Context: an optimization exercise on an open-source flow, tuned for small area, a short achievable clock period and few clock cycles. The choices shown serve that exercise and are no tape-out recipe.
Only simulation tests tie the RTL to the original design; equivalence was not proved.
Power figures rest on the tool's default switching activity, not on a simulated workload.

File: flow/flow/run.sh
#!/bin/bash
# The standard layout, with repair_timing aiming well past the 10 ns clock so that the
# resizer sizes gates and buffers for the period this design can reach, and a plain buffer
# (not a delay cell) on each port. Constraints unchanged.
set -euo pipefail
MARGIN=$(cat flow/margin.txt)
bash standard.sh SETUP_SLACK_MARGIN=$MARGIN "BUFFER_PORTS_ARGS=-buffer_cell sky130_fd_sc_hd__buf_2" finish > standard_flow.log 2>&1
File: flow/config.mk
export PLATFORM = sky130hd
export DESIGN_NAME = rms_level_meter_peak_hold
export DESIGN_NICKNAME = rms_level_meter_peak_hold
export VERILOG_FILES = /design/flow/design.v
export SDC_FILE = /design/flow/constraint.sdc
export NUM_CORES = 4
export LEC_CHECK = 0
export ABC_CLOCK_PERIOD_IN_PS = 3000
export CAP_MARGIN = 20
export CORE_MARGIN = 2
export CORE_UTILIZATION = 40
export CTS_BUF_LIST = sky130_fd_sc_hd__clkbuf_8
export CTS_CLUSTER_DIAMETER = 60
export CTS_CLUSTER_SIZE = 16
export SLEW_MARGIN = 20
export SYNTH_HIERARCHICAL = 1
File: flow/standard.sh
#!/bin/bash
# synth_recipe.tcl (not shown) runs the flow's synth.tcl, then flattens the netlist and writes it again
# the make line also repeats each setting of config.mk as NAME=value (left out here)
make -C /OpenROAD-flow-scripts/flow DESIGN_CONFIG=/design/flow/config.mk WORK_HOME=/design/flow/orfs CLKGATE_MAP_FILE= SYNTH_SCRIPT=/design/flow/synth_recipe.tcl "${@:-finish}"
File: flow/constraint.sdc
create_clock -name core_clock -period 10.0 [get_ports {i_clk}]
set_input_delay 2.0000 -clock core_clock [delete_from_list [all_inputs] [get_ports {i_clk}]]
set_output_delay 2.0000 -clock core_clock [all_outputs]
set_load 0.01 [all_outputs]
File: flow/design.v
`timescale 1ns / 1ps
package rlm_pkg;
    localparam int RLM_MAX_FRAMES = 256;
    localparam int SAMPLE_W = 16;
    localparam int LEVEL_W  = 7;
    localparam int SUM_W = 39;
endpackage
`timescale 1ns / 1ps
module rlm_ctrl (
    input  logic        i_clk,
    input  logic        i_rst_n,
    input  logic        i_load,
    input  logic [38:0] i_as,
    input  logic [32:0] i_ac,
    input  logic [7:0]  i_nm1,
    input  logic        i_out_ready,
    output logic        o_busy,
    output logic        o_fin,
    output logic        o_valid,
    output logic [6:0]  o_level,
    output logic [6:0]  o_result
);
    logic [4:0]  r_cnt;     
    logic        r_busy;
    logic        r_mul;
    logic        r_dig;     
    logic        r_div;
    logic        r_sqrt;
    logic        r_fin;     
    logic        r_ov;      
    logic [39:0] r_r;
    logic [9:0]  r_c;
    logic        r_cf;      
    logic [32:0] r_rc;      
    logic        r_ca;      
    logic [1:0]  r_dg;      
    logic [6:0]  r_lvl;     
    wire [2:0] w_ds  = {1'b0, r_r[1:0]} + {1'b0, r_rc[1:0]} + {2'd0, r_ca};
    wire [1:0] w_dig = r_dg;
    wire [2:0] w_lo  = {1'b0, w_dig} + {1'b0, r_c[1:0]} + {2'd0, r_cf};
    wire [9:0] w_k   = (w_dig == 2'd0) ? 10'd0 : (w_dig == 2'd1) ? 10'd156 :
                       (w_dig == 2'd2) ? 10'd312 : 10'd468;
    wire [9:0] w_cn  = w_k + {2'd0, r_c[9:2]};
    wire [8:0]  w_a   = r_div ? {r_r[39:32], r_r[31]} : {1'b0, r_r[39:32]};
    wire [8:0]  w_b   = r_div ? {1'b0, i_nm1} : {2'b00, r_c[6:0]};
    wire        w_bin = r_div | (r_r[31:30] == 2'b00);
    wire [9:0]  w_d   = {1'b0, w_a} - {1'b0, w_b} - {9'd0, w_bin};
    wire        w_ge  = ~w_d[9];
    wire [7:0]  w_pdiv = w_ge ? w_d[7:0] : w_a[7:0];
    wire [7:0]  w_psq  = w_ge ? {w_d[5:0], r_r[31:30] - 2'd1} : {r_r[37:32], r_r[31:30]};
    wire w_last = (r_cnt == 5'd0);
    always_ff @(posedge i_clk) begin
        if (!i_rst_n) begin
            r_busy <= 1'b0;
            r_mul  <= 1'b0;
            r_div  <= 1'b0;
            r_sqrt <= 1'b0;
            r_fin  <= 1'b0;
            r_ov   <= 1'b0;
        end else if (i_load) begin
            r_busy <= 1'b1;
            r_mul  <= 1'b1;
            r_div  <= 1'b0;
            r_sqrt <= 1'b0;
            r_fin  <= 1'b0;
            r_ov   <= 1'b0;
        end else begin
            if (r_ov & i_out_ready) begin
                r_busy <= 1'b0;
                r_ov   <= 1'b0;
            end
            if (r_fin) begin
                r_ov <= 1'b1;
            end
            r_fin <= w_last & r_sqrt;
            if (r_fin) begin
                r_lvl <= r_c[6:0];
            end
            if (w_last) begin
                r_mul  <= 1'b0;
                r_div  <= r_mul;
                r_sqrt <= r_div;
            end
        end
    end
    always_ff @(posedge i_clk) begin
        if (i_load) begin
            r_cnt   <= 5'd24;
            r_dg    <= 2'd0;
            r_dig   <= 1'b1;
            r_r     <= {1'b0, i_as};
            r_rc    <= i_ac;
            r_ca    <= 1'b0;
            r_c     <= 10'd0;
            r_cf    <= 1'b0;
        end else begin
            r_cnt   <= w_last ? (r_mul ? 5'd13 : 5'd6) : r_cnt - 5'd1;
            if (r_cnt == 5'd5) begin
                r_dig <= 1'b0;
            end
            r_dg <= r_dig ? w_ds[1:0] : 2'd0;
            r_rc       <= {2'b00, r_rc[32:2]};
            r_ca       <= w_ds[2];
            r_cf       <= w_lo[2];
            r_r[17:0]  <= r_r[19:2];
            if (r_div) begin
                r_r[39:32] <= w_last ? 8'd0 : w_pdiv;
                r_r[31:18] <= {r_r[30:18], w_ge};
            end else if (r_sqrt) begin
                r_r[39:32] <= w_psq;
                r_r[31:18] <= {r_r[29:18], 2'b00};
            end else begin
                r_r[39:18] <= {w_lo[1:0], r_r[39:20]};
            end
            if (r_mul) begin
                r_c <= w_cn;
            end else if (r_sqrt) begin
                r_c[6:0] <= {r_c[5:0], w_ge};
            end
        end
    end
    assign o_busy  = r_busy;
    assign o_fin   = r_fin;
    assign o_valid = r_ov;
    assign o_level = r_lvl;
    assign o_result = r_c[6:0];
endmodule
`timescale 1ns / 1ps
module rlm_mag (
    input  logic [15:0] i_sample,
    output logic [14:0] o_mag
);
    logic [14:0] w_low;
    always_comb begin
        w_low[0] = 1'b0;
        for (int k = 1; k < 15; k++) begin
            w_low[k] = w_low[k-1] | i_sample[k-1];
        end
    end
    assign o_mag = i_sample[14:0] ^ ({15{i_sample[15]}} & w_low);
endmodule
`timescale 1ns / 1ps
module rms_level_meter_peak_hold #(
    parameter int MAX_FRAMES = rlm_pkg::RLM_MAX_FRAMES
) (
    input  logic                                i_clk,
    input  logic                                i_rst_n,
    input  logic                                i_in_valid,
    output logic                                o_in_ready,
    input  logic signed [rlm_pkg::SAMPLE_W-1:0] i_sample,
    input  logic                                i_last_sample,
    output logic                                o_out_valid,
    input  logic                                i_out_ready,
    output logic [rlm_pkg::LEVEL_W-1:0]         o_level,
    output logic [rlm_pkg::LEVEL_W-1:0]         o_peak_level
);
    logic          r_rdy;      
    logic [7:0]    r_cnt;      
    logic [7:0]    r_ncap;     
    logic [14:0]   r_z;        
    logic          r_s;        
    logic          r_v;        
    logic          r_cl;       
    logic          r_done;     
    logic          r_xfer;     
    logic          r_zero;     
    logic [30:0]   r_as;       
    logic [30:0]   r_ac;
    logic [1:0]    r_co;       
    logic [7:0]    r_hi;       
    logic [6:0]    r_pk;
    wire       w_busy;
    wire       w_fin;
    wire       w_ov;
    wire [6:0] w_level;
    wire [6:0] w_result;
    wire w_full    = ~r_cl & ((r_v & (r_cnt == 8'd254)) | (~r_v & (r_cnt == 8'd255)));
    wire w_take_in = i_in_valid & r_rdy & i_rst_n;
    wire w_close   = w_take_in & (i_last_sample | w_full);
    wire w_block   = r_cl | r_done | w_busy;
    wire w_unblock = r_xfer & ~r_cl;
    wire w_ncap_ld = (r_cl & r_rdy) | (w_unblock & ~r_rdy);
    wire w_busy_n  = r_xfer | (w_busy & ~(w_ov & i_out_ready));
    wire w_done_n  = r_cl | (r_done & ~r_xfer);
    always_ff @(posedge i_clk) begin
        if (!i_rst_n) begin
            r_rdy  <= 1'b1;
            r_cnt  <= 8'd0;
            r_v    <= 1'b0;
            r_cl   <= 1'b0;
            r_done <= 1'b0;
            r_xfer <= 1'b0;
            r_zero <= 1'b1;
        end else begin
            if (r_rdy) begin
                r_rdy <= ~(w_close & w_block);
            end else begin
                r_rdy <= w_unblock;
            end
            if (w_ncap_ld) begin
                r_cnt <= 8'd0;
            end else if (r_v & ~r_cl) begin
                r_cnt <= r_cnt + 8'd1;
            end
            r_v    <= w_take_in;
            r_cl   <= w_close;
            r_done <= w_done_n;
            r_xfer <= w_done_n & ~w_busy_n;
            r_zero <= w_done_n & ~w_busy_n;
        end
    end
    always_ff @(posedge i_clk) begin
        if (w_ncap_ld) begin
            r_ncap <= r_cnt;
        end
    end
    wire [14:0] w_mag;
    rlm_mag u_mag (
        .i_sample (i_sample),
        .o_mag    (w_mag)
    );
    always_ff @(posedge i_clk) begin
        r_z   <= w_take_in ? w_mag : 15'd0;
        r_s   <= w_take_in & i_sample[15];
    end
    wire [30:0] w_as;
    wire [30:0] w_ac;
    wire [1:0]  w_co;
    wire [14:0] w_cz   = r_z;
    wire        w_cz15 = r_s & ~(|r_z);
    wire [30:0] w_cas  = r_as & {31{~r_zero}};
    wire [30:0] w_cac  = r_ac & {31{~r_zero}};
    wire c0 = w_cz[1] & ~w_cz[0];
    wire c1 = w_cz[0] & w_cz[2];
    wire c2 = w_cz[0] & w_cz[1];
    wire c3 = w_cz[0] & w_cz[3];
    wire c4 = w_cz[2] & ~w_cz[1];
    wire c5 = w_cz[0] & w_cz[4];
    wire c6 = w_cz[1] & w_cz[3];
    wire c7 = w_cz[1] & w_cz[2];
    wire c8 = w_cz[0] & w_cz[5];
    wire c9 = w_cz[1] & w_cz[4];
    wire c10 = w_cz[3] & ~w_cz[2];
    wire c11 = w_cz[0] & w_cz[6];
    wire c12 = w_cz[1] & w_cz[5];
    wire c13 = w_cz[2] & w_cz[4];
    wire c14 = w_cz[2] & w_cz[3];
    wire c15 = w_cz[0] & w_cz[7];
    wire c16 = w_cz[1] & w_cz[6];
    wire c17 = w_cz[2] & w_cz[5];
    wire c18 = w_cz[4] & ~w_cz[3];
    wire c19 = w_cz[0] & w_cz[8];
    wire c20 = w_cz[1] & w_cz[7];
    wire c21 = w_cz[2] & w_cz[6];
    wire c22 = w_cz[3] & w_cz[5];
    wire c23 = w_cz[3] & w_cz[4];
    wire c24 = w_cz[0] & w_cz[9];
    wire c25 = w_cz[1] & w_cz[8];
    wire c26 = w_cz[2] & w_cz[7];
    wire c27 = w_cz[3] & w_cz[6];
    wire c28 = w_cz[5] & ~w_cz[4];
    wire c29 = w_cz[0] & w_cz[10];
    wire c30 = w_cz[1] & w_cz[9];
    wire c31 = w_cz[2] & w_cz[8];
    wire c32 = w_cz[3] & w_cz[7];
    wire c33 = w_cz[4] & w_cz[6];
    wire c34 = w_cz[4] & w_cz[5];
    wire c35 = w_cz[0] & w_cz[11];
    wire c36 = w_cz[1] & w_cz[10];
    wire c37 = w_cz[2] & w_cz[9];
    wire c38 = w_cz[3] & w_cz[8];
    wire c39 = w_cz[4] & w_cz[7];
    wire c40 = w_cz[6] & ~w_cz[5];
    wire c41 = w_cz[0] & w_cz[12];
    wire c42 = w_cz[1] & w_cz[11];
    wire c43 = w_cz[2] & w_cz[10];
    wire c44 = w_cz[3] & w_cz[9];
    wire c45 = w_cz[4] & w_cz[8];
    wire c46 = w_cz[5] & w_cz[7];
    wire c47 = w_cz[5] & w_cz[6];
    wire c48 = w_cz[0] & w_cz[13];
    wire c49 = w_cz[1] & w_cz[12];
    wire c50 = w_cz[2] & w_cz[11];
    wire c51 = w_cz[3] & w_cz[10];
    wire c52 = w_cz[4] & w_cz[9];
    wire c53 = w_cz[5] & w_cz[8];
    wire c54 = w_cz[7] & ~w_cz[6];
    wire c55 = w_cz[0] & w_cz[14];
    wire c56 = w_cz[1] & w_cz[13];
    wire c57 = w_cz[2] & w_cz[12];
    wire c58 = w_cz[3] & w_cz[11];
    wire c59 = w_cz[4] & w_cz[10];
    wire c60 = w_cz[5] & w_cz[9];
    wire c61 = w_cz[6] & (w_cz[7] ^ w_cz[8]);
    wire c62 = w_cz[1] & w_cz[14];
    wire c63 = w_cz[2] & w_cz[13];
    wire c64 = w_cz[3] & w_cz[12];
    wire c65 = w_cz[4] & w_cz[11];
    wire c66 = w_cz[5] & w_cz[10];
    wire c67 = w_cz[6] & w_cz[9];
    wire c68 = w_cz[8] & (~w_cz[7] | w_cz[6]);
    wire c69 = w_cz[2] & w_cz[14];
    wire c70 = w_cz[3] & w_cz[13];
    wire c71 = w_cz[4] & w_cz[12];
    wire c72 = w_cz[5] & w_cz[11];
    wire c73 = w_cz[6] & w_cz[10];
    wire c74 = w_cz[7] & w_cz[9];
    wire c75 = w_cz[7] & w_cz[8];
    wire c76 = w_cz[3] & w_cz[14];
    wire c77 = w_cz[4] & w_cz[13];
    wire c78 = w_cz[5] & w_cz[12];
    wire c79 = w_cz[6] & w_cz[11];
    wire c80 = w_cz[7] & w_cz[10];
    wire c81 = w_cz[9] & ~w_cz[8];
    wire c82 = w_cz[4] & w_cz[14];
    wire c83 = w_cz[5] & w_cz[13];
    wire c84 = w_cz[6] & w_cz[12];
    wire c85 = w_cz[7] & w_cz[11];
    wire c86 = w_cz[8] & w_cz[10];
    wire c87 = w_cz[8] & w_cz[9];
    wire c88 = w_cz[5] & w_cz[14];
    wire c89 = w_cz[6] & w_cz[13];
    wire c90 = w_cz[7] & w_cz[12];
    wire c91 = w_cz[8] & w_cz[11];
    wire c92 = w_cz[10] & ~w_cz[9];
    wire c93 = w_cz[6] & w_cz[14];
    wire c94 = w_cz[7] & w_cz[13];
    wire c95 = w_cz[8] & w_cz[12];
    wire c96 = w_cz[9] & w_cz[11];
    wire c97 = w_cz[9] & w_cz[10];
    wire c98 = w_cz[7] & w_cz[14];
    wire c99 = w_cz[8] & w_cz[13];
    wire c100 = w_cz[9] & w_cz[12];
    wire c101 = w_cz[11] & ~w_cz[10];
    wire c102 = w_cz[8] & w_cz[14];
    wire c103 = w_cz[9] & w_cz[13];
    wire c104 = w_cz[10] & w_cz[12];
    wire c105 = w_cz[10] & w_cz[11];
    wire c106 = w_cz[9] & w_cz[14];
    wire c107 = w_cz[10] & w_cz[13];
    wire c108 = w_cz[12] & ~w_cz[11];
    wire c109 = w_cz[10] & w_cz[14];
    wire c110 = w_cz[11] & w_cz[13];
    wire c111 = w_cz[11] & w_cz[12];
    wire c112 = w_cz[11] & w_cz[14];
    wire c113 = w_cz[13] & ~w_cz[12];
    wire c114 = w_cz[12] & w_cz[14];
    wire c115 = w_cz[12] & w_cz[13];
    wire c116 = w_cz[14] & ~w_cz[13];
    wire c117 = w_cz[13] & w_cz[14];
    wire c118 = c19 ^ c20;
    wire c119 = c19 & c20;
    wire c120 = c24 ^ c25 ^ c26;
    wire c121 = (c24 & c25) | (c24 & c26) | (c25 & c26);
    wire c122 = c29 ^ c30 ^ c31;
    wire c123 = (c29 & c30) | (c29 & c31) | (c30 & c31);
    wire c124 = c32 ^ c33;
    wire c125 = c32 & c33;
    wire c126 = c35 ^ c36 ^ c37;
    wire c127 = (c35 & c36) | (c35 & c37) | (c36 & c37);
    wire c128 = c38 ^ c39 ^ c40;
    wire c129 = (c38 & c39) | (c38 & c40) | (c39 & c40);
    wire c130 = c41 ^ c42 ^ c43;
    wire c131 = (c41 & c42) | (c41 & c43) | (c42 & c43);
    wire c132 = c44 ^ c45 ^ c46;
    wire c133 = (c44 & c45) | (c44 & c46) | (c45 & c46);
    wire c134 = c47 ^ w_cas[13];
    wire c135 = c47 & w_cas[13];
    wire c136 = c48 ^ c49 ^ c50;
    wire c137 = (c48 & c49) | (c48 & c50) | (c49 & c50);
    wire c138 = c51 ^ c52 ^ c53;
    wire c139 = (c51 & c52) | (c51 & c53) | (c52 & c53);
    wire c140 = c54 ^ w_cas[14] ^ w_cac[14];
    wire c141 = (c54 & w_cas[14]) | (c54 & w_cac[14]) | (w_cas[14] & w_cac[14]);
    wire c142 = c55 ^ c56 ^ c57;
    wire c143 = (c55 & c56) | (c55 & c57) | (c56 & c57);
    wire c144 = c58 ^ c59 ^ c60;
    wire c145 = (c58 & c59) | (c58 & c60) | (c59 & c60);
    wire c146 = c61 ^ w_cas[15] ^ w_cac[15];
    wire c147 = (c61 & w_cas[15]) | (c61 & w_cac[15]) | (w_cas[15] & w_cac[15]);
    wire c148 = c62 ^ c63 ^ c64;
    wire c149 = (c62 & c63) | (c62 & c64) | (c63 & c64);
    wire c150 = c65 ^ c66 ^ c67;
    wire c151 = (c65 & c66) | (c65 & c67) | (c66 & c67);
    wire c152 = c68 ^ w_cas[16] ^ w_cac[16];
    wire c153 = (c68 & w_cas[16]) | (c68 & w_cac[16]) | (w_cas[16] & w_cac[16]);
    wire c154 = c69 ^ c70 ^ c71;
    wire c155 = (c69 & c70) | (c69 & c71) | (c70 & c71);
    wire c156 = c72 ^ c73 ^ c74;
    wire c157 = (c72 & c73) | (c72 & c74) | (c73 & c74);
    wire c158 = c75 ^ w_cas[17] ^ w_cac[17];
    wire c159 = (c75 & w_cas[17]) | (c75 & w_cac[17]) | (w_cas[17] & w_cac[17]);
    wire c160 = c76 ^ c77 ^ c78;
    wire c161 = (c76 & c77) | (c76 & c78) | (c77 & c78);
    wire c162 = c79 ^ c80 ^ c81;
    wire c163 = (c79 & c80) | (c79 & c81) | (c80 & c81);
    wire c164 = w_cas[18] ^ w_cac[18];
    wire c165 = w_cas[18] & w_cac[18];
    wire c166 = c82 ^ c83 ^ c84;
    wire c167 = (c82 & c83) | (c82 & c84) | (c83 & c84);
    wire c168 = c85 ^ c86 ^ c87;
    wire c169 = (c85 & c86) | (c85 & c87) | (c86 & c87);
    wire c170 = w_cas[19] ^ w_cac[19];
    wire c171 = w_cas[19] & w_cac[19];
    wire c172 = c88 ^ c89 ^ c90;
    wire c173 = (c88 & c89) | (c88 & c90) | (c89 & c90);
    wire c174 = c91 ^ c92 ^ w_cas[20];
    wire c175 = (c91 & c92) | (c91 & w_cas[20]) | (c92 & w_cas[20]);
    wire c176 = c93 ^ c94 ^ c95;
    wire c177 = (c93 & c94) | (c93 & c95) | (c94 & c95);
    wire c178 = c96 ^ c97;
    wire c179 = c96 & c97;
    wire c180 = c98 ^ c99 ^ c100;
    wire c181 = (c98 & c99) | (c98 & c100) | (c99 & c100);
    wire c182 = c102 ^ c103;
    wire c183 = c102 & c103;
    wire c184 = c5 ^ c6;
    wire c185 = c5 & c6;
    wire c186 = c8 ^ c9 ^ c10;
    wire c187 = (c8 & c9) | (c8 & c10) | (c9 & c10);
    wire c188 = c11 ^ c12 ^ c13;
    wire c189 = (c11 & c12) | (c11 & c13) | (c12 & c13);
    wire c190 = c14 ^ w_cas[7];
    wire c191 = c14 & w_cas[7];
    wire c192 = c15 ^ c16 ^ c17;
    wire c193 = (c15 & c16) | (c15 & c17) | (c16 & c17);
    wire c194 = c18 ^ w_cas[8] ^ w_cac[8];
    wire c195 = (c18 & w_cas[8]) | (c18 & w_cac[8]) | (w_cas[8] & w_cac[8]);
    wire c196 = c118 ^ c21 ^ c22;
    wire c197 = (c118 & c21) | (c118 & c22) | (c21 & c22);
    wire c198 = c23 ^ w_cas[9] ^ w_cac[9];
    wire c199 = (c23 & w_cas[9]) | (c23 & w_cac[9]) | (w_cas[9] & w_cac[9]);
    wire c200 = c119 ^ c120 ^ c27;
    wire c201 = (c119 & c120) | (c119 & c27) | (c120 & c27);
    wire c202 = c28 ^ w_cas[10] ^ w_cac[10];
    wire c203 = (c28 & w_cas[10]) | (c28 & w_cac[10]) | (w_cas[10] & w_cac[10]);
    wire c204 = c121 ^ c122 ^ c124;
    wire c205 = (c121 & c122) | (c121 & c124) | (c122 & c124);
    wire c206 = c34 ^ w_cas[11] ^ w_cac[11];
    wire c207 = (c34 & w_cas[11]) | (c34 & w_cac[11]) | (w_cas[11] & w_cac[11]);
    wire c208 = c123 ^ c125 ^ c126;
    wire c209 = (c123 & c125) | (c123 & c126) | (c125 & c126);
    wire c210 = c128 ^ w_cas[12] ^ w_cac[12];
    wire c211 = (c128 & w_cas[12]) | (c128 & w_cac[12]) | (w_cas[12] & w_cac[12]);
    wire c212 = c127 ^ c129 ^ c130;
    wire c213 = (c127 & c129) | (c127 & c130) | (c129 & c130);
    wire c214 = c132 ^ c134 ^ w_cac[13];
    wire c215 = (c132 & c134) | (c132 & w_cac[13]) | (c134 & w_cac[13]);
    wire c216 = c131 ^ c133 ^ c135;
    wire c217 = (c131 & c133) | (c131 & c135) | (c133 & c135);
    wire c218 = c136 ^ c138 ^ c140;
    wire c219 = (c136 & c138) | (c136 & c140) | (c138 & c140);
    wire c220 = c137 ^ c139 ^ c141;
    wire c221 = (c137 & c139) | (c137 & c141) | (c139 & c141);
    wire c222 = c142 ^ c144 ^ c146;
    wire c223 = (c142 & c144) | (c142 & c146) | (c144 & c146);
    wire c224 = c143 ^ c145 ^ c147;
    wire c225 = (c143 & c145) | (c143 & c147) | (c145 & c147);
    wire c226 = c148 ^ c150 ^ c152;
    wire c227 = (c148 & c150) | (c148 & c152) | (c150 & c152);
    wire c228 = c149 ^ c151 ^ c153;
    wire c229 = (c149 & c151) | (c149 & c153) | (c151 & c153);
    wire c230 = c154 ^ c156 ^ c158;
    wire c231 = (c154 & c156) | (c154 & c158) | (c156 & c158);
    wire c232 = c155 ^ c157 ^ c159;
    wire c233 = (c155 & c157) | (c155 & c159) | (c157 & c159);
    wire c234 = c160 ^ c162 ^ c164;
    wire c235 = (c160 & c162) | (c160 & c164) | (c162 & c164);
    wire c236 = c161 ^ c163 ^ c165;
    wire c237 = (c161 & c163) | (c161 & c165) | (c163 & c165);
    wire c238 = c166 ^ c168 ^ c170;
    wire c239 = (c166 & c168) | (c166 & c170) | (c168 & c170);
    wire c240 = c167 ^ c169 ^ c171;
    wire c241 = (c167 & c169) | (c167 & c171) | (c169 & c171);
    wire c242 = c172 ^ c174 ^ w_cac[20];
    wire c243 = (c172 & c174) | (c172 & w_cac[20]) | (c174 & w_cac[20]);
    wire c244 = c173 ^ c175 ^ c176;
    wire c245 = (c173 & c175) | (c173 & c176) | (c175 & c176);
    wire c246 = c178 ^ w_cas[21] ^ w_cac[21];
    wire c247 = (c178 & w_cas[21]) | (c178 & w_cac[21]) | (w_cas[21] & w_cac[21]);
    wire c248 = c177 ^ c179 ^ c180;
    wire c249 = (c177 & c179) | (c177 & c180) | (c179 & c180);
    wire c250 = c101 ^ w_cas[22] ^ w_cac[22];
    wire c251 = (c101 & w_cas[22]) | (c101 & w_cac[22]) | (w_cas[22] & w_cac[22]);
    wire c252 = c181 ^ c182 ^ c104;
    wire c253 = (c181 & c182) | (c181 & c104) | (c182 & c104);
    wire c254 = c105 ^ w_cas[23] ^ w_cac[23];
    wire c255 = (c105 & w_cas[23]) | (c105 & w_cac[23]) | (w_cas[23] & w_cac[23]);
    wire c256 = c183 ^ c106 ^ c107;
    wire c257 = (c183 & c106) | (c183 & c107) | (c106 & c107);
    wire c258 = c108 ^ w_cas[24] ^ w_cac[24];
    wire c259 = (c108 & w_cas[24]) | (c108 & w_cac[24]) | (w_cas[24] & w_cac[24]);
    wire c260 = c109 ^ c110 ^ c111;
    wire c261 = (c109 & c110) | (c109 & c111) | (c110 & c111);
    wire c262 = w_cas[25] ^ w_cac[25];
    wire c263 = w_cas[25] & w_cac[25];
    wire c264 = c112 ^ c113 ^ w_cas[26];
    wire c265 = (c112 & c113) | (c112 & w_cas[26]) | (c113 & w_cas[26]);
    wire c266 = c114 ^ c115;
    wire c267 = c114 & c115;
    wire c268 = c1 ^ c2;
    wire c269 = c1 & c2;
    wire c270 = c3 ^ c4 ^ w_cas[4];
    wire c271 = (c3 & c4) | (c3 & w_cas[4]) | (c4 & w_cas[4]);
    wire c272 = c184 ^ c7 ^ w_cas[5];
    wire c273 = (c184 & c7) | (c184 & w_cas[5]) | (c7 & w_cas[5]);
    wire c274 = c185 ^ c186 ^ w_cas[6];
    wire c275 = (c185 & c186) | (c185 & w_cas[6]) | (c186 & w_cas[6]);
    wire c276 = c187 ^ c188 ^ c190;
    wire c277 = (c187 & c188) | (c187 & c190) | (c188 & c190);
    wire c278 = c189 ^ c191 ^ c192;
    wire c279 = (c189 & c191) | (c189 & c192) | (c191 & c192);
    wire c280 = c193 ^ c195 ^ c196;
    wire c281 = (c193 & c195) | (c193 & c196) | (c195 & c196);
    wire c282 = c197 ^ c199 ^ c200;
    wire c283 = (c197 & c199) | (c197 & c200) | (c199 & c200);
    wire c284 = c201 ^ c203 ^ c204;
    wire c285 = (c201 & c203) | (c201 & c204) | (c203 & c204);
    wire c286 = c205 ^ c207 ^ c208;
    wire c287 = (c205 & c207) | (c205 & c208) | (c207 & c208);
    wire c288 = c209 ^ c211 ^ c212;
    wire c289 = (c209 & c211) | (c209 & c212) | (c211 & c212);
    wire c290 = c213 ^ c215 ^ c216;
    wire c291 = (c213 & c215) | (c213 & c216) | (c215 & c216);
    wire c292 = c217 ^ c219 ^ c220;
    wire c293 = (c217 & c219) | (c217 & c220) | (c219 & c220);
    wire c294 = c221 ^ c223 ^ c224;
    wire c295 = (c221 & c223) | (c221 & c224) | (c223 & c224);
    wire c296 = c225 ^ c227 ^ c228;
    wire c297 = (c225 & c227) | (c225 & c228) | (c227 & c228);
    wire c298 = c229 ^ c231 ^ c232;
    wire c299 = (c229 & c231) | (c229 & c232) | (c231 & c232);
    wire c300 = c233 ^ c235 ^ c236;
    wire c301 = (c233 & c235) | (c233 & c236) | (c235 & c236);
    wire c302 = c237 ^ c239 ^ c240;
    wire c303 = (c237 & c239) | (c237 & c240) | (c239 & c240);
    wire c304 = c241 ^ c243 ^ c244;
    wire c305 = (c241 & c243) | (c241 & c244) | (c243 & c244);
    wire c306 = c245 ^ c247 ^ c248;
    wire c307 = (c245 & c247) | (c245 & c248) | (c247 & c248);
    wire c308 = c249 ^ c251 ^ c252;
    wire c309 = (c249 & c251) | (c249 & c252) | (c251 & c252);
    wire c310 = c253 ^ c255 ^ c256;
    wire c311 = (c253 & c255) | (c253 & c256) | (c255 & c256);
    wire c312 = c257 ^ c259 ^ c260;
    wire c313 = (c257 & c259) | (c257 & c260) | (c259 & c260);
    wire c314 = c261 ^ c263 ^ c264;
    wire c315 = (c261 & c263) | (c261 & c264) | (c263 & c264);
    wire c316 = c265 ^ c266 ^ w_cas[27];
    wire c317 = (c265 & c266) | (c265 & w_cas[27]) | (c266 & w_cas[27]);
    wire c318 = c267 ^ c116 ^ w_cas[28];
    wire c319 = (c267 & c116) | (c267 & w_cas[28]) | (c116 & w_cas[28]);
    wire c320 = c117 ^ w_cas[29];
    wire c321 = c117 & w_cas[29];
    wire c322 = w_cas[30] ^ w_cac[30];
    wire c323 = w_cas[30] & w_cac[30];
    wire c324 = w_cz[0] ^ w_cas[0];
    wire c325 = w_cz[0] & w_cas[0];
    wire c326 = w_cas[1] ^ w_cac[1];
    wire c327 = w_cas[1] & w_cac[1];
    wire c328 = c0 ^ w_cas[2] ^ w_cac[2];
    wire c329 = (c0 & w_cas[2]) | (c0 & w_cac[2]) | (w_cas[2] & w_cac[2]);
    wire c330 = c268 ^ w_cas[3] ^ w_cac[3];
    wire c331 = (c268 & w_cas[3]) | (c268 & w_cac[3]) | (w_cas[3] & w_cac[3]);
    wire c332 = c269 ^ c270 ^ w_cac[4];
    wire c333 = (c269 & c270) | (c269 & w_cac[4]) | (c270 & w_cac[4]);
    wire c334 = c271 ^ c272 ^ w_cac[5];
    wire c335 = (c271 & c272) | (c271 & w_cac[5]) | (c272 & w_cac[5]);
    wire c336 = c273 ^ c274 ^ w_cac[6];
    wire c337 = (c273 & c274) | (c273 & w_cac[6]) | (c274 & w_cac[6]);
    wire c338 = c275 ^ c276 ^ w_cac[7];
    wire c339 = (c275 & c276) | (c275 & w_cac[7]) | (c276 & w_cac[7]);
    wire c340 = c277 ^ c278 ^ c194;
    wire c341 = (c277 & c278) | (c277 & c194) | (c278 & c194);
    wire c342 = c279 ^ c280 ^ c198;
    wire c343 = (c279 & c280) | (c279 & c198) | (c280 & c198);
    wire c344 = c281 ^ c282 ^ c202;
    wire c345 = (c281 & c282) | (c281 & c202) | (c282 & c202);
    wire c346 = c283 ^ c284 ^ c206;
    wire c347 = (c283 & c284) | (c283 & c206) | (c284 & c206);
    wire c348 = c285 ^ c286 ^ c210;
    wire c349 = (c285 & c286) | (c285 & c210) | (c286 & c210);
    wire c350 = c287 ^ c288 ^ c214;
    wire c351 = (c287 & c288) | (c287 & c214) | (c288 & c214);
    wire c352 = c289 ^ c290 ^ c218;
    wire c353 = (c289 & c290) | (c289 & c218) | (c290 & c218);
    wire c354 = c291 ^ c292 ^ c222;
    wire c355 = (c291 & c292) | (c291 & c222) | (c292 & c222);
    wire c356 = c293 ^ c294 ^ c226;
    wire c357 = (c293 & c294) | (c293 & c226) | (c294 & c226);
    wire c358 = c295 ^ c296 ^ c230;
    wire c359 = (c295 & c296) | (c295 & c230) | (c296 & c230);
    wire c360 = c297 ^ c298 ^ c234;
    wire c361 = (c297 & c298) | (c297 & c234) | (c298 & c234);
    wire c362 = c299 ^ c300 ^ c238;
    wire c363 = (c299 & c300) | (c299 & c238) | (c300 & c238);
    wire c364 = c301 ^ c302 ^ c242;
    wire c365 = (c301 & c302) | (c301 & c242) | (c302 & c242);
    wire c366 = c303 ^ c304 ^ c246;
    wire c367 = (c303 & c304) | (c303 & c246) | (c304 & c246);
    wire c368 = c305 ^ c306 ^ c250;
    wire c369 = (c305 & c306) | (c305 & c250) | (c306 & c250);
    wire c370 = c307 ^ c308 ^ c254;
    wire c371 = (c307 & c308) | (c307 & c254) | (c308 & c254);
    wire c372 = c309 ^ c310 ^ c258;
    wire c373 = (c309 & c310) | (c309 & c258) | (c310 & c258);
    wire c374 = c311 ^ c312 ^ c262;
    wire c375 = (c311 & c312) | (c311 & c262) | (c312 & c262);
    wire c376 = c313 ^ c314 ^ w_cac[26];
    wire c377 = (c313 & c314) | (c313 & w_cac[26]) | (c314 & w_cac[26]);
    wire c378 = c315 ^ c316 ^ w_cac[27];
    wire c379 = (c315 & c316) | (c315 & w_cac[27]) | (c316 & w_cac[27]);
    wire c380 = c317 ^ c318 ^ w_cac[28];
    wire c381 = (c317 & c318) | (c317 & w_cac[28]) | (c318 & w_cac[28]);
    wire c382 = c319 ^ c320 ^ w_cac[29];
    wire c383 = (c319 & c320) | (c319 & w_cac[29]) | (c320 & w_cac[29]);
    wire c384 = c321 ^ c322 ^ w_cz15;
    wire c385 = (c321 & c322) | (c321 & w_cz15) | (c322 & w_cz15);
    assign w_as[0] = c324;
    assign w_ac[0] = w_cac[0];
    assign w_as[1] = c325;
    assign w_ac[1] = c326;
    assign w_as[2] = c327;
    assign w_ac[2] = c328;
    assign w_as[3] = c329;
    assign w_ac[3] = c330;
    assign w_as[4] = c331;
    assign w_ac[4] = c332;
    assign w_as[5] = c333;
    assign w_ac[5] = c334;
    assign w_as[6] = c335;
    assign w_ac[6] = c336;
    assign w_as[7] = c337;
    assign w_ac[7] = c338;
    assign w_as[8] = c339;
    assign w_ac[8] = c340;
    assign w_as[9] = c341;
    assign w_ac[9] = c342;
    assign w_as[10] = c343;
    assign w_ac[10] = c344;
    assign w_as[11] = c345;
    assign w_ac[11] = c346;
    assign w_as[12] = c347;
    assign w_ac[12] = c348;
    assign w_as[13] = c349;
    assign w_ac[13] = c350;
    assign w_as[14] = c351;
    assign w_ac[14] = c352;
    assign w_as[15] = c353;
    assign w_ac[15] = c354;
    assign w_as[16] = c355;
    assign w_ac[16] = c356;
    assign w_as[17] = c357;
    assign w_ac[17] = c358;
    assign w_as[18] = c359;
    assign w_ac[18] = c360;
    assign w_as[19] = c361;
    assign w_ac[19] = c362;
    assign w_as[20] = c363;
    assign w_ac[20] = c364;
    assign w_as[21] = c365;
    assign w_ac[21] = c366;
    assign w_as[22] = c367;
    assign w_ac[22] = c368;
    assign w_as[23] = c369;
    assign w_ac[23] = c370;
    assign w_as[24] = c371;
    assign w_ac[24] = c372;
    assign w_as[25] = c373;
    assign w_ac[25] = c374;
    assign w_as[26] = c375;
    assign w_ac[26] = c376;
    assign w_as[27] = c377;
    assign w_ac[27] = c378;
    assign w_as[28] = c379;
    assign w_ac[28] = c380;
    assign w_as[29] = c381;
    assign w_ac[29] = c382;
    assign w_as[30] = c383;
    assign w_ac[30] = c384;
    assign w_co[0] = c323;
    assign w_co[1] = c385;
    always_ff @(posedge i_clk) begin
        r_as  <= w_as;
        r_ac  <= w_ac;
        r_co  <= w_co;
        r_hi  <= r_zero ? 8'd0 : r_hi + {7'd0, r_co[0]} + {7'd0, r_co[1]};
    end
    rlm_ctrl u_lvl (
        .i_clk   (i_clk),
        .i_rst_n (i_rst_n),
        .i_load  (r_xfer),
        .i_as    ({r_hi, r_as}),
        .i_ac    ({r_co[0] & r_co[1], r_co[0] ^ r_co[1], r_ac}),
        .i_nm1   (r_ncap),
        .i_out_ready (i_out_ready),
        .o_busy  (w_busy),
        .o_fin   (w_fin),
        .o_valid (w_ov),
        .o_level (w_level),
        .o_result (w_result)
    );
    always_ff @(posedge i_clk) begin
        if (!i_rst_n) begin
            r_pk <= 7'd0;
        end else if (w_fin && (w_result > r_pk)) begin
            r_pk <= w_result;
        end
    end
    assign o_in_ready   = r_rdy;
    assign o_out_valid  = w_ov;
    assign o_level      = w_level;
    assign o_peak_level = r_pk;
endmodule
File: flow/flow/margin.txt
6.8
==> metrics.md, run 1 <==
| Metric | Value |
|---|---|
| Status | `timing/DRC/antenna clean` |
| Seq/Total Area, Yosys | `0.356` |
| Ys async rst share | `0` |
| Cell Rows | `65` |
| Period utilisation layout | `0.309` |
| Vias per cell | `4.86` |
| WP buf/inv | `1` |
| TritonCTS buffer count | `22` |
| Num ports | `37` |
| CP top delay family | `flip-flops` |
| Final WL | `24100 um` |
| Hold Buf Count CTS | `0` |
| Number of global-route vias before repair | `8437` |
| Synthesis-to-finish area growth | `7.38%` |
| Global-route wire length before repair | `41600 um` |
| FF+latch area | `4640 um^2` |
| Dpl hpwl | `17100 um` |
| Critical-path cell list | `buf_2` |
| Core area | `31700 um^2` |
| Mapped Avg Cell Area | `10.0 um^2` |
| IO Port Bufs | `36` |
| Synth Flop Type | `dfxtp_1` |
| Most frequent cells in the layout | `190 x dfxtp_1, 178 x inv_1, 126 x fa_1, 116 x nand2_1, 67 x and2_1` |
| DR WL met3 | `891 um` |
| Critical Path Sink Type | `primary output` |
| Starting Density | `0.408` |
| RSZ-0062 raised after global routing | `true` |
| H-tree depth | `1` |
| Total number of vias | `8319` |
| Worst slew pin tran | `0.775 ns` |
| Bufs on Longest Clock Path | `3` |
| Hold WC Path Type | `reg2reg` |
| Antenna cells | `0` |
| Final Skew | `0.0509 ns` |
| GRT overflow | `0` |
| Req. time, crit path | `8.00 ns` |
| DRC | `0` |
| Synth Register Bits | `223` |
| CP max stage delay | `0.37 ns` |
| Proportion of layout cells with a drive suffix above 1 | `0.124` |
| Avg WL per Cell | `14.1 um` |
| Max-slew violation count | `0` |
| Detail Route Antenna Nets | `0` |
| Crit path time final | `3.09 ns` |
| Clock latency on the worst-skew pair | `0.57 ns` |
| Area occupied by multi-input gates | `7390 um^2` |
| Syn_nets | `1495` |
| First DRT Iteration DRCs | `323` |
| Final setup vio count | `0` |
| CTS tree | `done` |
| Die X | `184 um` |
| Max-cap violations | `0` |
| Filler instances | `3056` |
| Cell variety after synth | `69` |
| Crit path kind | `reg2out` |
| Antenna violations before repair | `0` |
| Worst VDD drop | `121 uV` |
| P_leak | `5.80 nW` |
| Most common cell after layout, fill and taps aside | `dfxtp_1` |
| Clk sinks | `223` |
| DR pass1 iterations | `5` |
| Largest net degree at the start of global routing | `71` |
| Fin area | `13900 um^2` |
| CP arrival | `1.09 ns` |
| Die area | `33800 um^2` |
| Slew headroom | `0.480` |
| Gpl congestion | `0.813` |
| Cell area after synthesis | `13000 um^2` |
| Final-stage net count | `1496` |
| FMAX | `323 MHz` |
| Top fanout value on the critical path | `3` |
| Crit-path slowest cell | `dfxtp_1` |
| DP Area | `13400 um^2` |
| Routed wl met2 | `11200 um` |
| Sum Neg Setup Slack | `0 ns` |
| PwrDens | `191 nW/um^2` |
| Critical Path Start Type | `flip-flop` |
| Mapped Cells | `1294` |
| Ys Warns | `9` |
| Reg clk slew, reported paths | `0.11 ns` |
| DIE HEIGHT | `184 um` |
| CTS Root Cell | `clkbuf_8` |
| DRT met1 WL | `11700 um` |
| Gr usage total | `0.150` |
| EDFF count, synth | `15` |
| Hold Vio Cnt, Final | `0` |
| Top sig layer | `met4` |
where the power goes:
part           total, mW  internal (mW)  switching (mW)
registers           1.16           1.04           0.124
clock network      0.618          0.274           0.344
logic              0.874          0.384           0.490
total               2.65           1.70           0.957
worst paths after layout:
kind | startpoint | end | slack [ns] | cells after the start
setup / recovery | r_pk[0] | o_peak_level[0] | 6.91 | 1
hold / removal | u_lvl.r_rc[8] | u_lvl.r_rc[6] | 0.45 | 1
setup reg to reg | u_lvl.r_div | u_lvl.r_r[38] | 6.91 | 10
hold reg to reg | u_lvl.r_rc[8] | u_lvl.r_rc[6] | 0.45 | 1
area by class of cell:
class / count / share of cell area
Clock buffer: 22 / 0.0218
Clock inverter: 16 / 0.0126
Inverter: 174 / 0.0470
Multi-Input combinational cell: 832 / 0.531
Sequential cell: 223 / 0.334
Tap cell: 402 / 0.0362
Timing Repair Buffer: 42 / 0.0175
per-layer routing:
layer  global-route usage  vias to the layer above
met1                0.207                     4004
met5                    0                        -
met4               0.0330                        0
met2                0.251                      150
met3               0.0194                       32
li1                     -                     4133
sequential cells by signal, indices dropped and copies added, names as in the netlist, 2 cells and up:
name / cells
u_lvl.r_r: 40
u_lvl.r_rc: 33
r_ac: 31
r_as: 31
r_z: 15
u_lvl.r_c: 10
r_cnt: 8
r_hi: 8
r_ncap: 8
r_pk: 7
u_lvl.r_lvl: 7
u_lvl.r_cnt: 5
r_co: 2
u_lvl.r_dg: 2
cell families (layout without fill, tap and decap cells):
logic type	count (synthesis)	in the layout	synth area share
adders and majority gates	180	180	0.247
buffers and inverters	239	254	0.0733
xor gates and xnor gates	36	36	0.0243
muxes	85	85	0.0713
and+or+nand+nor	389	389	0.154
AOI/OAI and AO/OA	142	142	0.0743
DFF	223	223	0.356
Yosys stat by module (local to each module, per instance):
module | cell area, um^2 | flip-flops and latches | times used | cells
rlm_ctrl | 5160 | 106 | 1 | 536
rlm_mag | 322 | 0 | 1 | 38
rms_level_meter_peak_hold | 7470 | 117 | 1 | 720
cell usage after synthesis, types with 38 or more instances:
| master | n | share of area |
|---|---|---|
| a21oi_1 | 38 | 0.015 |
| and2_1 | 67 | 0.032 |
| clkbuf_1 | 38 | 0.011 |
| dfxtp_1 | 208 | 0.32 |
| fa_1 | 126 | 0.19 |
| ha_1 | 54 | 0.052 |
| inv_1 | 174 | 0.050 |
| mux2_2 | 54 | 0.047 |
| nand2_1 | 116 | 0.034 |
| nand2b_1 | 47 | 0.023 |
| nor2_1 | 62 | 0.018 |
| nor2b_1 | 44 | 0.021 |
| o21ai_0 | 38 | 0.015 |
stage by stage:
step           setup slack (ns)  std cells  utilization  power, mW  hold slack (ns)
3_3_place_gp               6.24       1670        0.421       2.03            0.439
6_report                   6.91       1711        0.438       2.65            0.455
5_1_grt                    6.72       1711        0.438       2.85            0.470
2_1_floorplan              6.72       1294            -       1.85            0.421
4_1_cts                    6.81       1709        0.437       2.67            0.459
3_5_place_dp               6.13       1670        0.421       2.04            0.442
what timing repair did:
action,CTS,global route
buffers inserted,1,2
resized for setup,7,13
gates cloned,0,0
endpoints found under the setup margin,16,25
pin swaps,0,1
Testbench counts, summed over its fixed seeds: cycles 32,158.
==> run 2, diff against run 1 <==
==> flow/flow/margin.txt (replaced) <==
6.9
==> run 2 against run 1 <==
Still clean on timing, DRC and antenna. Via count down 0.14%. Final area is 1.1% higher. Global-route usage increased by 0.25 points. Sequential share of layout area down 0.25 points. Critical path depth stayed put. Clock power is 4.0% higher. Synthesized cell count is the same. Largest cell class unchanged.
==> metrics.md, run 2 <==
| Metric | Value |
|---|---|
| Crit-path slowest cell | `dfxtp_2` |
| Most common cell after layout, fill and taps aside | `dfxtp_1` |
| Ranking of synthesized cells by area | `dfxtp_1 32%, fa_1 19%, ha_1 5.2%` |
| Number of global-route vias before repair | `8461 (+0.28%)` |
| CP arrival | `1.04 ns (-0.05 ns)` |
| Clock latency on the worst-skew pair | `0.54 ns (-0.03 ns)` |
| Vias per cell | `4.83 (-0.72%)` |
| Final WL | `24500 um (+1.5%)` |
| Period utilisation layout | `0.304 (-0.00516)` |
| Largest family of logic cells by synthesized area | `adder cells` |
| Cell with the most instances after synthesis | `dfxtp_1` |
| Hold_sp | `u_lvl.r_r[13]` |
| Top fanout value on the critical path | `3 (unchanged)` |
| Adder-Cell Fraction of Synth Area | `0.247 (unchanged)` |
| Global-route wire length before repair | `42000 um (+1.0%)` |
| CP max stage delay | `0.36 ns (about the same)` |
| Die area | `33800 um^2 (unchanged)` |
| Dpl hpwl | `17400 um (+2.1%)` |
| Mapped Cells | `1294 (unchanged)` |
| Req. time, crit path | `8.00 ns (about the same)` |
| Largest net degree at the start of global routing | `82 (+15%)` |
| H-tree depth | `1 (unchanged)` |
| TritonCTS buffer count | `23 (+4.5%)` |
| Synthesis-to-finish area growth | `8.58%` |
| R2R Setup Slk | `7.01 ns (+0.10 ns)` |
| Compound-gate portion of the synthesized area | `0.0743 (unchanged)` |
| Max-slew violation count | `0 (unchanged)` |
| Antenna violations before repair | `0 (unchanged)` |
| Slew headroom | `0.382 (-0.0973)` |
| Multiplexer share of the synthesized area | `0.0713 (unchanged)` |
| DR pass1 iterations | `4 (-1)` |
| Status | `timing/DRC/antenna clean` |
| DIE HEIGHT | `184 um (unchanged)` |
| Most frequent cells in the layout | `181 x dfxtp_1, 175 x inv_1, 126 x fa_1, 115 x nand2_1, 67 x and2_1` |
| Critical Path Start Type | `flip-flop` |
| IO Port Bufs | `36 (unchanged)` |
| Combinational Power Share | `0.337 (+0.007)` |
| Detail Route Antenna Nets | `0 (unchanged)` |
| Ys Warns | `9 (unchanged)` |
| Synth area leader | `dfxtp_1` |
| CTS tree | `done` |
| Crit path depth | `1 (unchanged)` |
| Num ports | `37 (unchanged)` |
| Ys async rst share | `0 (unchanged)` |
| Die X | `184 um (unchanged)` |
| Net Switching | `0.983 mW (+2.7%)` |
| Gr usage total | `0.152 (+0.00247)` |
| Critical Path Sink Type | `primary output` |
| GRT overflow | `0 (unchanged)` |
| Starting Density | `0.408 (unchanged)` |
| Synth Register Bits | `223 (unchanged)` |
| Filler instances | `3064 (+0.26%)` |
| P_leak | `5.86 nW (+1.1%)` |
| Cell Rows | `65 (unchanged)` |
| Total number of vias | `8307 (-0.14%)` |
| Bufs on Longest Clock Path | `3 (unchanged)` |
| Avg WL per Cell | `14.2 um (+0.94%)` |
| Commonest cells post-synth | `208 x dfxtp_1, 174 x inv_1, 126 x fa_1` |
| WP buf/inv | `1 (unchanged)` |
| Synth Flop Type | `dfxtp_1` |
| Top flop regs | `u_lvl.r_r: 40 flops, u_lvl.r_rc: 33 flops` |
| Hold Vio Cnt, Final | `0 (unchanged)` |
| Max-cap violations | `0 (unchanged)` |
| Hold WC Path Type | `reg2reg` |
| Seq/Total Area, Yosys | `0.356 (unchanged)` |
| PwrDens | `194 nW/um^2 (+1.6%)` |
| FMAX | `329 MHz (+1.7%)` |
| Cell area after synthesis | `13000 um^2 (unchanged)` |
| Synth Area in Simple Gates | `0.154 (unchanged)` |
| Clock power share | `0.236 (+0.003)` |
| CTS Root Cell | `clkbuf_8` |
| Post-synth top area share | `0.322 (unchanged)` |
| DP Worst Slack | `6.10 ns (-0.0351 ns)` |
| R2R cell count | `10 (unchanged)` |
| Top reg by flops | `u_lvl.r_r` |
| Sum Neg Setup Slack | `0 ns (unchanged)` |
| Final-stage net count | `1504 (+0.53%)` |
| EDFF count, synth | `15 (unchanged)` |
| Area occupied by multi-input gates | `7420 um^2 (+0.42%)` |
| Crit path kind | `reg2out` |
| Post-Synth XOR/XNOR Area | `0.0243 (unchanged)` |
| Int Pwr | `1.74 mW (+2.7%)` |
| Reg clk slew, reported paths | `0.10 ns (about the same)` |
| CP top delay family | `flip-flops` |
| Final setup vio count | `0 (unchanged)` |
| Gpl congestion | `0.813 (about the same)` |
| Switching Share | `0.361 (about the same)` |
| First DRT Iteration DRCs | `425 (+32%)` |
| Worst r2r src | `u_lvl.r_div` |
| FF+latch area | `4660 um^2 (+0.35%)` |
| RSZ-0062 raised after global routing | `true` |
| Sequential share of power | `0.427 (-0.011)` |
| Worst setup endpoint | `o_out_valid` |
| Mapped Avg Cell Area | `10.0 um^2 (unchanged)` |
| Crit path from | `u_lvl.r_ov` |
| Proportion of layout cells with a drive suffix above 1 | `0.143 (+0.0196)` |
| Setup WS post-layout | `6.96 ns (+0.0516 ns)` |
| Worst VDD drop | `104 uV (-14%)` |
| Core area | `31700 um^2 (unchanged)` |
| Syn_nets | `1495 (unchanged)` |
| Critical-path cell list | `buf_2` |
| Crit path time final | `3.04 ns (-0.0516 ns)` |
| DRC | `0 (unchanged)` |
| Clk sinks | `223 (unchanged)` |
| Cell variety after synth | `69 (unchanged)` |
| Worst slew pin tran | `0.926 ns (+0.151 ns)` |
| Worst R2R End | `u_lvl.r_r[36]` |
| Final Skew | `0.0212 ns (-0.0297 ns)` |
| Max FFs per register | `40 (unchanged)` |
run 2: cell types whose count changed in the layout (fill, tap and decap cells not counted), moves of 2 or more:
cell	before	now
buf_4	3	8
buf_12	0	2
dfxtp_4	2	4
dfxtp_1	190	181
dfxtp_2	16	23
clkbuf_8	22	24
inv_1	178	175
o21ai_0	36	34
inv_4	0	2
run 2: modules after synthesis, one instance, submodules excluded:
module                     copies in the design  flops+latches  cell area [um^2]  cells
rlm_mag                                       1              0               322     38
rms_level_meter_peak_hold                     1            117              7470    720
rlm_ctrl                                      1            106              5160    536
run 2: power by group through the flow:
| stage | Clock (mW) | Sequential (mW) | Combinational [mW] |
|---|---|---|---|
| after global routing | 0.702 | 1.18 | 1.05 |
| after global placement | 0 | 1.18 | 0.846 |
| after floorplan | 0 | 1.12 | 0.732 |
| after detailed placement | 0 | 1.18 | 0.860 |
| final | 0.643 | 1.16 | 0.919 |
| after CTS | 0.666 | 1.16 | 0.891 |
run 2: area by class of cell:
| type | count | share of cell area |
|---|---|---|
| Antenna cell | 1 | 0.000178 |
| Clock buffer | 24 | 0.0235 |
| Clock inverter | 16 | 0.0127 |
| Inverter | 174 | 0.0464 |
| Multi-Input combinational cell | 832 | 0.528 |
| Sequential cell | 223 | 0.331 |
| Tap cell | 402 | 0.0358 |
| Timing Repair Buffer | 49 | 0.0226 |
run 2: worst min-delay path by stage:
stage,endpoint,slack (ns),cells past startpoint
3_5_place_dp,u_lvl.r_rc[27],0.44,1
6_report,u_lvl.r_r[11],0.46,1
3_3_place_gp,u_lvl.r_rc[8],0.44,1
4_1_cts,u_lvl.r_rc[13],0.46,1
2_1_floorplan,u_lvl.r_r[18],0.42,2
5_1_grt,u_lvl.r_rc[2],0.47,1
run 2: metrics by stage:
step	cell area, um^2	std cells	utilization	hold slack, ns	total power, mW
after global routing	14100	1720	0.443	0.472	2.93
final	14100	1721	0.443	0.461	2.72
after floorplan	13000	1294	-	0.421	1.85
after CTS	14000	1714	0.440	0.463	2.72
after detailed placement	13400	1670	0.421	0.442	2.04
after global placement	13400	1670	0.421	0.440	2.03
run 2: what timing repair did:
action,4_1_cts,5_1_grt
endpoints found under the hold margin,0,0
buffers inserted,4,6
hold buffers,0,0
pin swaps,1,2
endpoints found under the setup margin,33,36
gates resized for setup,21,18
run 2: kinds of logic (layout without fill, tap and decap cells):
family / after synthesis / after routing
xor gates and xnor gates: 36 / 36
other: 0 / 1
adders and majority gates: 180 / 180
muxes: 85 / 85
and+or+nand+nor: 389 / 389
DFF: 223 / 223
buffers and inverters: 239 / 263
AOI/OAI and AO/OA: 142 / 142
run 2: routing by layer:
layer,GRT usage,up-vias,wire (um)
met5,0,-,0
met3,0.0214,27,910
met2,0.259,126,11500
met1,0.204,4008,11600
li1,-,4146,-
met4,0.0381,0,510
==> run 3, diff against run 2 <==
==> flow/flow/margin.txt (replaced) <==
7.0
==> run 3 against run 2 <==
Final area rose by 2.0%. Highest routed layer unchanged. Die area did not move. Critical endpoint is now o_level[2]. First-iteration DRC count fell by 20%. Clock power rose by 8.2%. Still clean. Non-clock buffer count rose by 11.
==> metrics.md, run 3 <==
| Metric | Value |
|---|---|
| Post-Synth XOR/XNOR Area | `0.0243 (unchanged)` |
| FMAX | `328 MHz (-0.30%)` |
| Sequential share of power | `0.411 (-0.016)` |
| DR pass1 iterations | `5 (+1)` |
| Clock power share | `0.247 (+0.011)` |
| Largest net degree at the start of global routing | `71 (-13%)` |
| Critical Path Start Type | `flip-flop` |
| Worst r2r src | `u_lvl.r_div` |
| Top flop regs | `u_lvl.r_r: 40 flops, u_lvl.r_rc: 33 flops` |
| Core area | `31700 um^2 (unchanged)` |
| CTS tree | `done` |
| Commonest cells post-synth | `208 x dfxtp_1, 174 x inv_1, 126 x fa_1` |
| Bufs on Longest Clock Path | `3 (unchanged)` |
| Reg clk slew, reported paths | `0.10 ns (about the same)` |
| Mapped Cells | `1294 (unchanged)` |
| Mapped Avg Cell Area | `10.0 um^2 (unchanged)` |
| Antenna cells | `0 (-1)` |
| Net Switching | `0.995 mW (+1.2%)` |
| Most frequent cells in the layout | `179 x dfxtp_1, 176 x inv_1, 125 x fa_1, 115 x nand2_1, 66 x and2_1` |
| EDFF count, synth | `15 (unchanged)` |
| Max FFs per register | `40 (unchanged)` |
| Post-route insts no fill | `1732 (+0.64%)` |
| Multiplexer share of the synthesized area | `0.0713 (unchanged)` |
| Clock latency on the worst-skew pair | `0.54 ns (about the same)` |
| CP max stage delay | `0.37 ns (about the same)` |
| Num ports | `37 (unchanged)` |
| Number of global-route vias before repair | `8789 (+3.9%)` |
| Worst slew pin tran | `0.833 ns (-0.0937 ns)` |
| Avg WL per Cell | `14.5 um (+1.8%)` |
| Cell Rows | `65 (unchanged)` |
| Ranking of synthesized cells by area | `dfxtp_1 32%, fa_1 19%, ha_1 5.2%` |
| FF+latch area | `4690 um^2 (+0.59%)` |
| Adder-Cell Fraction of Synth Area | `0.247 (unchanged)` |
| Min Hold Slack | `0.455 ns (-0.00691 ns)` |
| Top fanout value on the critical path | `1 (-2)` |
| Total number of vias | `8533 (+2.7%)` |
| DRC | `0 (unchanged)` |
| Critical-path cell list | `buf_2` |
| CP top delay family | `flip-flops` |
| Final WL | `25100 um (+2.5%)` |
| Sum Neg Setup Slack | `0 ns (unchanged)` |
| Crit path time final | `3.05 ns (+0.00920 ns)` |
| Post-synth top area share | `0.322 (unchanged)` |
| Hold WC Path Type | `reg2reg` |
| Dpl hpwl | `17500 um (+0.37%)` |
| Ys Warns | `9 (unchanged)` |
| Detail Route Antenna Nets | `0 (unchanged)` |
| CTS Root Cell | `clkbuf_8` |
| CP arrival | `1.05 ns (about the same)` |
| Proportion of layout cells with a drive suffix above 1 | `0.157 (+0.0137)` |
| Crit path from | `u_lvl.r_lvl[2]` |
| Synth Register Bits | `223 (unchanged)` |
| Area occupied by multi-input gates | `7470 um^2 (+0.76%)` |
| TritonCTS buffer count | `22 (-4.3%)` |
| Hold Vio Cnt, Final | `0 (unchanged)` |
| Critical Path Sink Type | `primary output` |
| Seq/Total Area, Yosys | `0.356 (unchanged)` |
| Antenna violations before repair | `0 (unchanged)` |
| Syn_nets | `1495 (unchanged)` |
| IO Port Bufs | `36 (unchanged)` |
| Met1 Usage GRT | `0.204 (about the same)` |
| Largest family of logic cells by synthesized area | `adder cells` |
| Cell area after synthesis | `13000 um^2 (unchanged)` |
| H-tree depth | `1 (unchanged)` |
| Max-cap violations | `0 (unchanged)` |
| Compound-gate portion of the synthesized area | `0.0743 (unchanged)` |
| Most common cell after layout, fill and taps aside | `dfxtp_1` |
| PwrDens | `197 nW/um^2 (+1.7%)` |
| P_leak | `5.97 nW (+1.9%)` |
| Req. time, crit path | `8.00 ns (about the same)` |
| Synth Area in Simple Gates | `0.154 (unchanged)` |
| Placed insts | `1670 (unchanged)` |
| DIE HEIGHT | `184 um (unchanged)` |
| Switching Share | `0.352 (-0.00841)` |
| RSZ-0062 raised after global routing | `true` |
| Most used routing layer | `met2` |
| Worst VDD drop | `100 uV (-3.3%)` |
| Clk sinks | `223 (unchanged)` |
| Synth area leader | `dfxtp_1` |
| Hold_sp | `r_as[19]` |
| Final-stage net count | `1515 (+0.73%)` |
| Max-slew violation count | `0 (unchanged)` |
| Die area | `33800 um^2 (unchanged)` |
| Cell variety after synth | `69 (unchanged)` |
| Slew headroom | `0.445 (+0.0625)` |
| Ys async rst share | `0 (unchanged)` |
| Combinational Power Share | `0.342 (+0.005)` |
| Int Pwr | `1.83 mW (+5.0%)` |
| Die X | `184 um (unchanged)` |
| Synth Flop Type | `dfxtp_1` |
| Vias per cell | `4.93 (+2.1%)` |
| M2 GR Usage | `0.270 (+0.0119)` |
| DP Area | `13400 um^2 (+0.15%)` |
| Synthesis-to-finish area growth | `10.7%` |
| Gpl congestion | `0.824 (+1.3%)` |
| Crit-path slowest cell | `edfxtp_1` |
| Period utilisation layout | `0.305 (+0.000920)` |
| Starting Density | `0.408 (unchanged)` |
| GR Layer Usage met3 | `0.0208 (-0.000594)` |
| Crit path kind | `reg2out` |
| Top reg by flops | `u_lvl.r_r` |
| Filler instances | `3040 (-0.78%)` |
| Cell with the most instances after synthesis | `dfxtp_1` |
| GRT overflow | `0 (unchanged)` |
| Final Skew | `0.0152 ns (-0.00596 ns)` |
| WP buf/inv | `1 (unchanged)` |
| First DRT Iteration DRCs | `341 (-20%)` |
| Fin area | `14300 um^2 (+2.0%)` |
| Gr usage total | `0.155 (+0.00243)` |
| Global-route wire length before repair | `42900 um (+2.0%)` |
| Status | `timing/DRC/antenna clean` |
| Final setup vio count | `0 (unchanged)` |
-- run 3: cell counts after synthesis --
Identical to the previous run, type by type.
-- run 3: path summary, 6_finish.rpt --
check	endpoint	slack, ns	cells after the start
min reg2reg	u_lvl.r_r[19]	0.45	2
min	u_lvl.r_r[19]	0.45	2
max reg2reg	u_lvl.r_r[36]	7.05	11
max	o_level[2]	6.95	1
-- run 3: cell families after synthesis --
| kind of cell | Yosys count |
|---|---|
| flops | 223 |
| mux | 85 |
| compound gates | 142 |
| simple gates | 389 |
| fa+ha+maj | 180 |
| xor+xnor | 36 |
| buf+inv | 239 |
-- run 3: through the flow --
| stage | total power [mW] | util | setup WS (ns) |
|---|---|---|---|
| final | 2.82 | 0.452 | 6.95 |
| after CTS | 2.80 | 0.446 | 6.90 |
| after detailed placement | 2.07 | 0.422 | 6.18 |
| after floorplan | 1.87 | - | 6.72 |
| after global routing | 3.02 | 0.452 | 6.87 |
| after global placement | 2.05 | 0.422 | 6.26 |
-- run 3: final cells by class --
cell class / count / area share
clock buffer: 24 / 0.0230
tap: 402 / 0.0351
multi-input combinational: 833 / 0.521
timing repair buffer: 60 / 0.0328
clock inverter: 16 / 0.0155
inverter: 174 / 0.0455
sequential: 223 / 0.327
-- run 3: layer usage --
layer | routed length (um) | up-vias
met2 | 11900 | 143
met5 | 0 | -
li1 | - | 4170
met3 | 877 | 30
met1 | 11800 | 4190
met4 | 420 | 0
-- run 3: timing repair --
item / 4_1_cts / 5_1_grt
gates resized for setup: 39 / 35
setup buffers: 12 / 8
cloned: 1 / 1
setup endpoints to repair: 49 / 36
pin swaps: 1 / 4
hold buffers: 0 / 0
-- run 3: Yosys stat by module, one instance, submodules excluded --
module,area (um^2),times used
rms_level_meter_peak_hold,7470,1
rlm_ctrl,5160,1
rlm_mag,322,1
-- run 3: power groups by stage --
stage	sequential, mW	clock (mW)	combinational, mW
after global routing	1.18	0.754	1.09
after detailed placement	1.18	0	0.889
after floorplan	1.12	0	0.752
after global placement	1.18	0	0.873
final	1.16	0.696	0.967
after CTS	1.16	0.719	0.918
==> run 4, diff against run 3 <==
==> flow/flow/margin.txt (replaced) <==
7.1
==> run 4 against run 3 <==
Clock power shrank 3.9%. Worst setup slack lost 0.038 ns. Synthesized cell count is the same. First-iteration DRC count grew 22%. Routed wire length grew 3.0%. Critical path depth is the same. Largest cell class unchanged. Sequential share of layout area shrank 0.77 points. Register-to-register slack gained 0.11 ns. Die area is the same. Total power grew 2.1%. Worst hold slack lost 0.020 ns. Still clean on timing, DRC and antenna. Area after synthesis is the same.
==> metrics.md, run 4 <==
| Metric | Value |
|---|---|
| Area occupied by multi-input gates | `7550 um^2 (+1.0%)` |
| IO Port Bufs | `36 (unchanged)` |
| Number of global-route vias before repair | `8800 (+0.13%)` |
| Min Hold Slack | `0.435 ns (-0.0200 ns)` |
| Most frequent cells in the layout | `178 x dfxtp_1, 173 x inv_1, 121 x fa_1, 115 x nand2_1, 66 x and2_1` |
| Die area | `33800 um^2 (unchanged)` |
| Detail Route Antenna Nets | `0 (unchanged)` |
| Vias per cell | `4.90 (-0.45%)` |
| CTS tree | `done` |
| FMAX | `324 MHz (-1.2%)` |
| RSZ-0062 raised after global routing | `true` |
| GRT overflow | `0 (unchanged)` |
| Top fanout value on the critical path | `1 (unchanged)` |
| Fin util | `0.464 (+0.0118)` |
| Total number of vias | `8661 (+1.5%)` |
| Crit-path slowest cell | `edfxtp_1` |
| Synth Register Bits | `223 (unchanged)` |
| Synth area leader | `dfxtp_1` |
| Status | `timing/DRC/antenna clean` |
| Dpl hpwl | `17600 um (+0.37%)` |
| Cell area after synthesis | `13000 um^2 (unchanged)` |
| Mapped Cells | `1294 (unchanged)` |
| Final setup vio count | `0 (unchanged)` |
| Critical Path Sink Type | `primary output` |
| P_leak | `6.18 nW (+3.4%)` |
| Filler instances | `2997 (-1.4%)` |
| Mapped Avg Cell Area | `10.0 um^2 (unchanged)` |
| Synth Flop Type | `dfxtp_1` |
| Most common cell after layout, fill and taps aside | `dfxtp_1` |
| Post-synth top area share | `0.322 (unchanged)` |
| FF+latch area | `4690 um^2 (+0.19%)` |
| WP buf/inv | `1 (unchanged)` |
| Ys Warns | `9 (unchanged)` |
| Gr usage total | `0.157 (+0.00235)` |
| Clock latency on the worst-skew pair | `0.57 ns (+0.03 ns)` |
| Req. time, crit path | `8.00 ns (about the same)` |
| Worst r2r src | `r_z[7]` |
| Antenna violations before repair | `0 (unchanged)` |
| Starting Density | `0.408 (unchanged)` |
| Sum Neg Setup Slack | `0 ns (unchanged)` |
| Syn_nets | `1495 (unchanged)` |
| Clk sinks | `223 (unchanged)` |
| EDFF count, synth | `15 (unchanged)` |
| Global-route wire length before repair | `43500 um (+1.4%)` |
| Die X | `184 um (unchanged)` |
| Ranking of synthesized cells by area | `dfxtp_1 32%, fa_1 19%, ha_1 5.2%` |
| TritonCTS buffer count | `24 (+9.1%)` |
| DRC | `0 (unchanged)` |
| CP arrival | `1.09 ns (+0.04 ns)` |
| Seq/Total Area, Yosys | `0.356 (unchanged)` |
| Final WL | `25900 um (+3.0%)` |
| DR pass1 iterations | `4 (-1)` |
| Bufs on Longest Clock Path | `3 (unchanged)` |
| Max-cap violations | `0 (unchanged)` |
| Crit path from | `u_lvl.r_lvl[2]` |
| Critical-path cell list | `buf_2` |
| CTS Root Cell | `clkbuf_8` |
| Commonest cells post-synth | `208 x dfxtp_1, 174 x inv_1, 126 x fa_1` |
| Largest net degree at the start of global routing | `62 (-13%)` |
| Slew headroom | `0.513 (+0.0685)` |
| Num ports | `37 (unchanged)` |
| DP Area | `13400 um^2 (+0.15%)` |
| Top reg by flops | `u_lvl.r_r` |
| Setup WS post-layout | `6.91 ns (-0.0377 ns)` |
| Hold WC Path Type | `reg2reg` |
| CP max stage delay | `0.38 ns (about the same)` |
| Period utilisation layout | `0.309 (+0.00377)` |
| Max-slew violation count | `0 (unchanged)` |
| Worst VDD drop | `152 uV (+51%)` |
| Fin area | `14700 um^2 (+2.6%)` |
| Ys async rst share | `0 (unchanged)` |
[run 4: final cells by class]
class / count / share of cell area
clock buffers: 28 / 0.0262
clock inverters: 14 / 0.0111
inverters: 174 / 0.0444
multi-input cells: 832 / 0.513
flip-flops and latches: 223 / 0.319
well taps: 402 / 0.0342
repair buffers: 93 / 0.0519
[run 4: cell families (layout without fill, tap and decap cells)]
family	Yosys count	in the layout	synth area share
fa+ha+maj	180	180	0.247
compound gates	142	142	0.0743
xor+xnor	36	36	0.0243
buf+inv	239	309	0.0733
flops	223	223	0.356
mux	85	85	0.0713
simple gates	389	389	0.154
[run 4: power by group]
| part | internal (mW) | total [mW] | switching [mW] | leakage (nW) |
|---|---|---|---|---|
| Combinational | 0.497 | 1.06 | 0.563 | 4.04 |
| Clock | 0.305 | 0.669 | 0.365 | 0.279 |
| Sequential | 1.04 | 1.16 | 0.119 | 1.85 |
[run 4: final timing paths]
kind / to / slack, ns / cells past startpoint
min reg2reg: u_lvl.r_r[18] / 0.43 / 2
min: u_lvl.r_r[18] / 0.43 / 2
max reg2reg: r_ac[14] / 7.16 / 8
max: o_level[2] / 6.91 / 1
[run 4: routing by layer]
metal | track usage | vias up | part of all wire
li1 | - | 4245 | -
met1 | 0.207 | 4214 | 0.45
met2 | 0.269 | 158 | 0.48
met3 | 0.0220 | 44 | 0.046
met4 | 0.0432 | 0 | 0.021
met5 | 0 | - | 0
[run 4: per-module statistics from Yosys (local to each module, per instance)]
| module | copies in the design | flip-flops and latches |
|---|---|---|
| rlm_ctrl | 1 | 106 |
| rms_level_meter_peak_hold | 1 | 117 |
| rlm_mag | 1 | 0 |
[run 4: metrics by stage]
| step | cells | power, mW |
|---|---|---|
| after global placement | 1670 | 2.08 |
| after CTS | 1728 | 2.79 |
| after detailed placement | 1670 | 2.09 |
| after global routing | 1766 | 3.09 |
| after floorplan | 1294 | 1.89 |
| final | 1766 | 2.88 |
[run 4: what timing repair did]
action | CTS | global route
setup endpoints to repair | 53 | 44
gates resized for setup | 55 | 37
pin swaps | 1 | 12
buffers inserted | 14 | 38
cloned | 2 | 0

re-timing with driven ports:
How much do the figures lean on ideal ports? The routed layouts below were timed once more, with nothing changed but the port constraints. Step 1, drivers: a clkbuf_16 drives i_clk and a buf_2 each remaining input, both assumed. Step 2 moves the port delays by t, midway between the first and last clock arrival at a register: inputs arrive t later, outputs are due t later. That takes back most of the time a late clock gives input paths. a / b / c = no drivers / after step 1 / after step 2; a / b = the first two.
run	shift t [ns]	slack for setup (ns)	pins driven straight from the clock port
run 1	0.592	6.906 / 6.860 / 6.500	1
run 2	0.577	6.957 / 6.911 / 6.552	1
run 3	0.577	6.948 / 6.901 / 6.553	1
run 4	0.599	6.910 / 6.864 / 6.558	1
After both steps every run listed still meets setup and hold. The setup slack of run 1, which loses most, moves by -0.046 ns with the drivers and by -0.406 ns with both steps.
